Context: an optimization exercise on an open-source flow, tuned for small area and a short achievable clock period. The choices shown serve that exercise and are no tape-out recipe. Function was checked by simulation only, so behaviour that the tests miss may differ from the original. Power and IR drop assume default switching activity.

==> flow/design.v <==
package mips_pkg;
    typedef logic [31:0] word_t;       
    typedef logic [4:0]  reg_addr_t;   
    typedef logic [5:0]  alu_op_t;     
    localparam logic [5:0] OPC_RTYPE = 6'h00;
    localparam logic [5:0] OPC_ADDI  = 6'h08;
    localparam logic [5:0] OPC_SLTI  = 6'h0a;
    localparam logic [5:0] OPC_ANDI  = 6'h0c;
    localparam logic [5:0] OPC_ORI   = 6'h0d;
    localparam logic [5:0] OPC_SW    = 6'h2b;
    localparam alu_op_t FN_ADD = 6'h20;
    localparam alu_op_t FN_SUB = 6'h22;
    localparam alu_op_t FN_AND = 6'h24;
    localparam alu_op_t FN_OR  = 6'h25;
    localparam alu_op_t FN_XOR = 6'h26;
    localparam alu_op_t FN_NOR = 6'h27;
    localparam alu_op_t FN_SLT = 6'h2a;
endpackage
`timescale 1ns/1ps
module mips_issue_ex
    (
        input  logic                clk,
        input  logic                reset,
        input  logic                instr_valid_i,
        input  mips_pkg::word_t     instr_i,
        input  logic                flush_i,
        output logic                result_valid_o,
        output mips_pkg::reg_addr_t result_dest_o,
        output mips_pkg::word_t     result_o,
        output logic                mem_wr_o,
        output mips_pkg::word_t     mem_addr_o,
        output mips_pkg::word_t     mem_wdata_o
    );
    logic [5:0]  opcode;
    logic [5:0]  funct;
    logic [4:0]  rs, rt, rd, dest;
    logic        is_r, r_ok, i_ok, is_sw, wr;
    logic        d_add, d_sub, d_and, d_or, d_xor, d_nor, d_slt;
    assign opcode = instr_i[31:26];
    assign funct  = instr_i[5:0];
    assign rs     = instr_i[25:21];
    assign rt     = instr_i[20:16];
    assign rd     = instr_i[15:11];
    assign is_r  = (opcode == mips_pkg::OPC_RTYPE);
    assign is_sw = (opcode == mips_pkg::OPC_SW);
    assign dest  = is_r ? rd : rt;
    always_comb
    begin
        d_add = 1'b0;
        d_sub = 1'b0;
        d_and = 1'b0;
        d_or  = 1'b0;
        d_xor = 1'b0;
        d_nor = 1'b0;
        d_slt = 1'b0;
        r_ok  = 1'b0;
        i_ok  = 1'b0;
        if (is_r)
        begin
            case (funct)
                mips_pkg::FN_ADD: begin d_add = 1'b1; r_ok = 1'b1; end
                mips_pkg::FN_SUB: begin d_sub = 1'b1; r_ok = 1'b1; end
                mips_pkg::FN_AND: begin d_and = 1'b1; r_ok = 1'b1; end
                mips_pkg::FN_OR:  begin d_or  = 1'b1; r_ok = 1'b1; end
                mips_pkg::FN_XOR: begin d_xor = 1'b1; r_ok = 1'b1; end
                mips_pkg::FN_NOR: begin d_nor = 1'b1; r_ok = 1'b1; end
                mips_pkg::FN_SLT: begin d_slt = 1'b1; r_ok = 1'b1; end
                default: ;
            endcase
        end
        else
        begin
            case (opcode)
                mips_pkg::OPC_ADDI: begin d_add = 1'b1; i_ok = 1'b1; end
                mips_pkg::OPC_SLTI: begin d_slt = 1'b1; i_ok = 1'b1; end
                mips_pkg::OPC_ANDI: begin d_and = 1'b1; i_ok = 1'b1; end
                mips_pkg::OPC_ORI:  begin d_or  = 1'b1; i_ok = 1'b1; end
                mips_pkg::OPC_SW:   d_add = 1'b1;
                default: ;
            endcase
        end
    end
    assign wr = (r_ok || i_ok) && (dest != '0);   
    mips_pkg::word_t rf [1:31];   
    mips_pkg::word_t rf_wd;
    logic            res_we;
    assign res_we = result_valid_o;   
    assign rf_wd  = result_o & {32{~reset}};
    for (genvar i = 1; i < 32; i++)
    begin : g_rf
        always_ff @(posedge clk)
            if (reset || (res_we && (result_dest_o == i)))
                rf[i] <= rf_wd;
    end
    mips_pkg::word_t rd_a, rd_b;
    always_comb
    begin
        rd_a = '0;
        rd_b = '0;
        for (int i = 1; i < 32; i++)
        begin
            rd_a = rd_a | (rf[i] & {32{rs == i}});
            rd_b = rd_b | (rf[i] & {32{rt == i}});
        end
    end
    logic                ex_we, ex_st;
    logic                ex_inv, ex_arith, ex_and, ex_or, ex_xor, ex_nor, ex_slt;
    mips_pkg::reg_addr_t ex_dest;
    mips_pkg::word_t     ex_a, ex_b, ex_s;
    logic                accept, inv, use_imm;
    logic                fxa, fxb, fwa, fwb;
    mips_pkg::word_t     alu, alu0, alu1, sel, simm;
    assign accept  = instr_valid_i && !flush_i;
    assign inv     = d_sub || d_slt;
    assign use_imm = !is_r;
    assign simm    = {{16{instr_i[15]}}, instr_i[15:0]};
    assign fxa = ex_we && (ex_dest == rs);
    assign fxb = ex_we && (ex_dest == rt);
    assign fwa = res_we && (result_dest_o == rs);
    assign fwb = res_we && (result_dest_o == rt);
    mips_pkg::word_t oth_a, oth_t, src_a, src_t, src_b;
    mips_pkg::word_t a0, a1, t0, t1, b0, b1;
    assign oth_a = fwa ? result_o : rd_a;
    assign oth_t = fwb ? result_o : rd_b;
    assign a0 = fxa ? alu0 : oth_a;
    assign a1 = fxa ? alu1 : oth_a;
    assign t0 = fxb ? alu0 : oth_t;
    assign t1 = fxb ? alu1 : oth_t;
    assign b0 = (use_imm ? simm : t0) ^ {32{inv}};
    assign b1 = (use_imm ? simm : t1) ^ {32{inv}};
    for (genvar i = 0; i < 32; i++)
    begin : g_src
        assign src_a[i] = sel[i] ? a1[i] : a0[i];
        assign src_t[i] = sel[i] ? t1[i] : t0[i];
        assign src_b[i] = sel[i] ? b1[i] : b0[i];
        assign alu[i]   = sel[i] ? alu1[i] : alu0[i];
    end
    always_ff @(posedge clk or posedge reset)
    begin
        if (reset)
        begin
            ex_we <= 1'b0;
            ex_st <= 1'b0;
        end
        else
        begin
            ex_we <= accept && wr;
            ex_st <= accept && is_sw;
        end
    end
    always_ff @(posedge clk)
    begin
        ex_inv   <= inv;
        ex_arith <= d_add || d_sub;
        ex_and   <= d_and;
        ex_or    <= d_or;
        ex_xor   <= d_xor;
        ex_nor   <= d_nor;
        ex_slt   <= d_slt;
        ex_dest  <= dest;
        ex_a     <= src_a;
        ex_b     <= src_b;
        ex_s     <= src_t;
    end
    mips_pkg::word_t logic_r;
    logic [31:0] kg [0:5];
    logic [31:0] kp [0:5];
    logic [31:0] hp, cy;
    assign hp    = ex_a ^ ex_b;
    assign kg[0] = (ex_a & ex_b) | {31'b0, hp[0] & ex_inv};
    assign kp[0] = hp;
    for (genvar l = 0; l < 5; l++)
    begin : g_ks
        for (genvar i = 0; i < 32; i++)
        begin : g_bit
            if (i >= (1 << l))
            begin : g_op
                assign kg[l+1][i] = kg[l][i] | (kp[l][i] & kg[l][i - (1 << l)]);
                assign kp[l+1][i] = kp[l][i] & kp[l][i - (1 << l)];
            end
            else
            begin : g_pass
                assign kg[l+1][i] = kg[l][i];
                assign kp[l+1][i] = kp[l][i];
            end
        end
    end
    assign cy  = {kg[5][30:0], ex_inv};
    assign logic_r = ({32{ex_and}} & (ex_a & ex_b))
                   | ({32{ex_or}}  & (ex_a | ex_b))
                   | ({32{ex_xor}} & (ex_a ^ ex_b))
                   | ({32{ex_nor}} & ~(ex_a | ex_b));
    logic same_sign, lt0, lt1, early0;
    assign same_sign = (ex_a[31] != ex_b[31]);
    assign lt0       = same_sign ? hp[31] : ex_a[31];
    assign lt1       = same_sign ? !hp[31] : ex_a[31];
    assign early0    = ex_arith ? (hp[0] ^ ex_inv) : logic_r[0];
    assign sel  = {cy[31:1], cy[31]};
    assign alu0 = {(ex_arith ? hp[31:1] : logic_r[31:1]), (ex_slt ? lt0 : early0)};
    assign alu1 = {(ex_arith ? ~hp[31:1] : logic_r[31:1]), (ex_slt ? lt1 : early0)};
    always_ff @(posedge clk or posedge reset)
    begin
        if (reset)
        begin
            result_valid_o <= 1'b0;
            mem_wr_o       <= 1'b0;
        end
        else
        begin
            result_valid_o <= ex_we;
            mem_wr_o       <= ex_st;
        end
    end
    always_ff @(posedge clk)
    begin
        result_dest_o <= ex_dest;
        result_o      <= alu;
        mem_wdata_o   <= ex_s;
    end
    assign mem_addr_o = result_o;   
endmodule
clock: 5.5 ns
lec_check: 0
cap_margin: 20
core_margin: 2
core_utilization: 50
cts_cluster_diameter: 90
cts_cluster_size: 26
place_density: 0.65
setup_slack_margin: 2.5
slew_margin: 20
run.sh (not shown) runs the stock make flow with config.mk's settings and CLKGATE_MAP_FILE= SYNTH_SCRIPT=/design/flow/synth_recipe.tcl, a recipe that flattens the netlist after the stock synthesis.
Edit:
--- a/flow/config.mk
+++ b/flow/config.mk
@@ -10,4 +10,4 @@
-export CORE_UTILIZATION = 50
-export CTS_CLUSTER_DIAMETER = 90
-export CTS_CLUSTER_SIZE = 26
-export PLACE_DENSITY = 0.65
+export CORE_UTILIZATION = 45
+export CTS_CLUSTER_DIAMETER = 70
+export CTS_CLUSTER_SIZE = 20
+export PLACE_DENSITY = 0.6
After rerunning: The new run produced a clean layout; core utilization went down by 4.5 points; first-iteration DRC count went down by about 10%; worst setup slack improved by 0.058 ns; synthesized cell count stays the same; non-clock buffer count went up by 29; count of clock-buffer cells in the layout went up by 34; global-route usage went down by 3.4 points.
Edit:
--- a/flow/config.mk
+++ b/flow/config.mk
@@ -11,2 +10,0 @@
-export CTS_CLUSTER_DIAMETER = 70
-export CTS_CLUSTER_SIZE = 20
@@ -14 +12 @@
-export SETUP_SLACK_MARGIN = 2.5
+export SETUP_SLACK_MARGIN = 2.4
Result: The new run produced a clean layout; register-to-register slack got worse by 0.02 ns; cell area drops by 0.56%; worst setup slack gets worse by 0.067 ns; wire length drops by about 2.7%; cell count barely changes; count of clock-buffer cells in the layout rises by 38; combinational power goes down by about 7%; sequential power is about the same.

separate check: timing with driven ports:
In the flow no input, the clock included, has a driving cell. The finished layouts below were timed again as built, in two steps.
Step 1, drivers: a clkbuf_16 drives clk and a buf_2 each remaining input, both assumed.
Step 2, shift: input delay + t, output delay - t, t = (earliest + latest rising clock arrival at the registers) / 2. This alone moves slack from input paths to output paths.
a / b / c = no drivers / after step 1 / after step 2; a / b = the first two.
run	shift t [ns]	setup slack, ns	clock arrival spread, ns	worst data-port slew with drivers (ns)
the first run	0.786	2.349 / 2.392 / 1.615	0.036 / 0.036	0.05
the second run	0.797	2.407 / 2.412 / 1.657	0.051 / 0.051	0.13
the third run	0.834	2.341 / 2.281 / 1.556	0.048 / 0.047	0.08
After both steps every run listed still meets setup and hold. For the third run, which loses most, drivers alone change the setup slack by -0.060 ns; drivers and shift together by -0.785 ns.
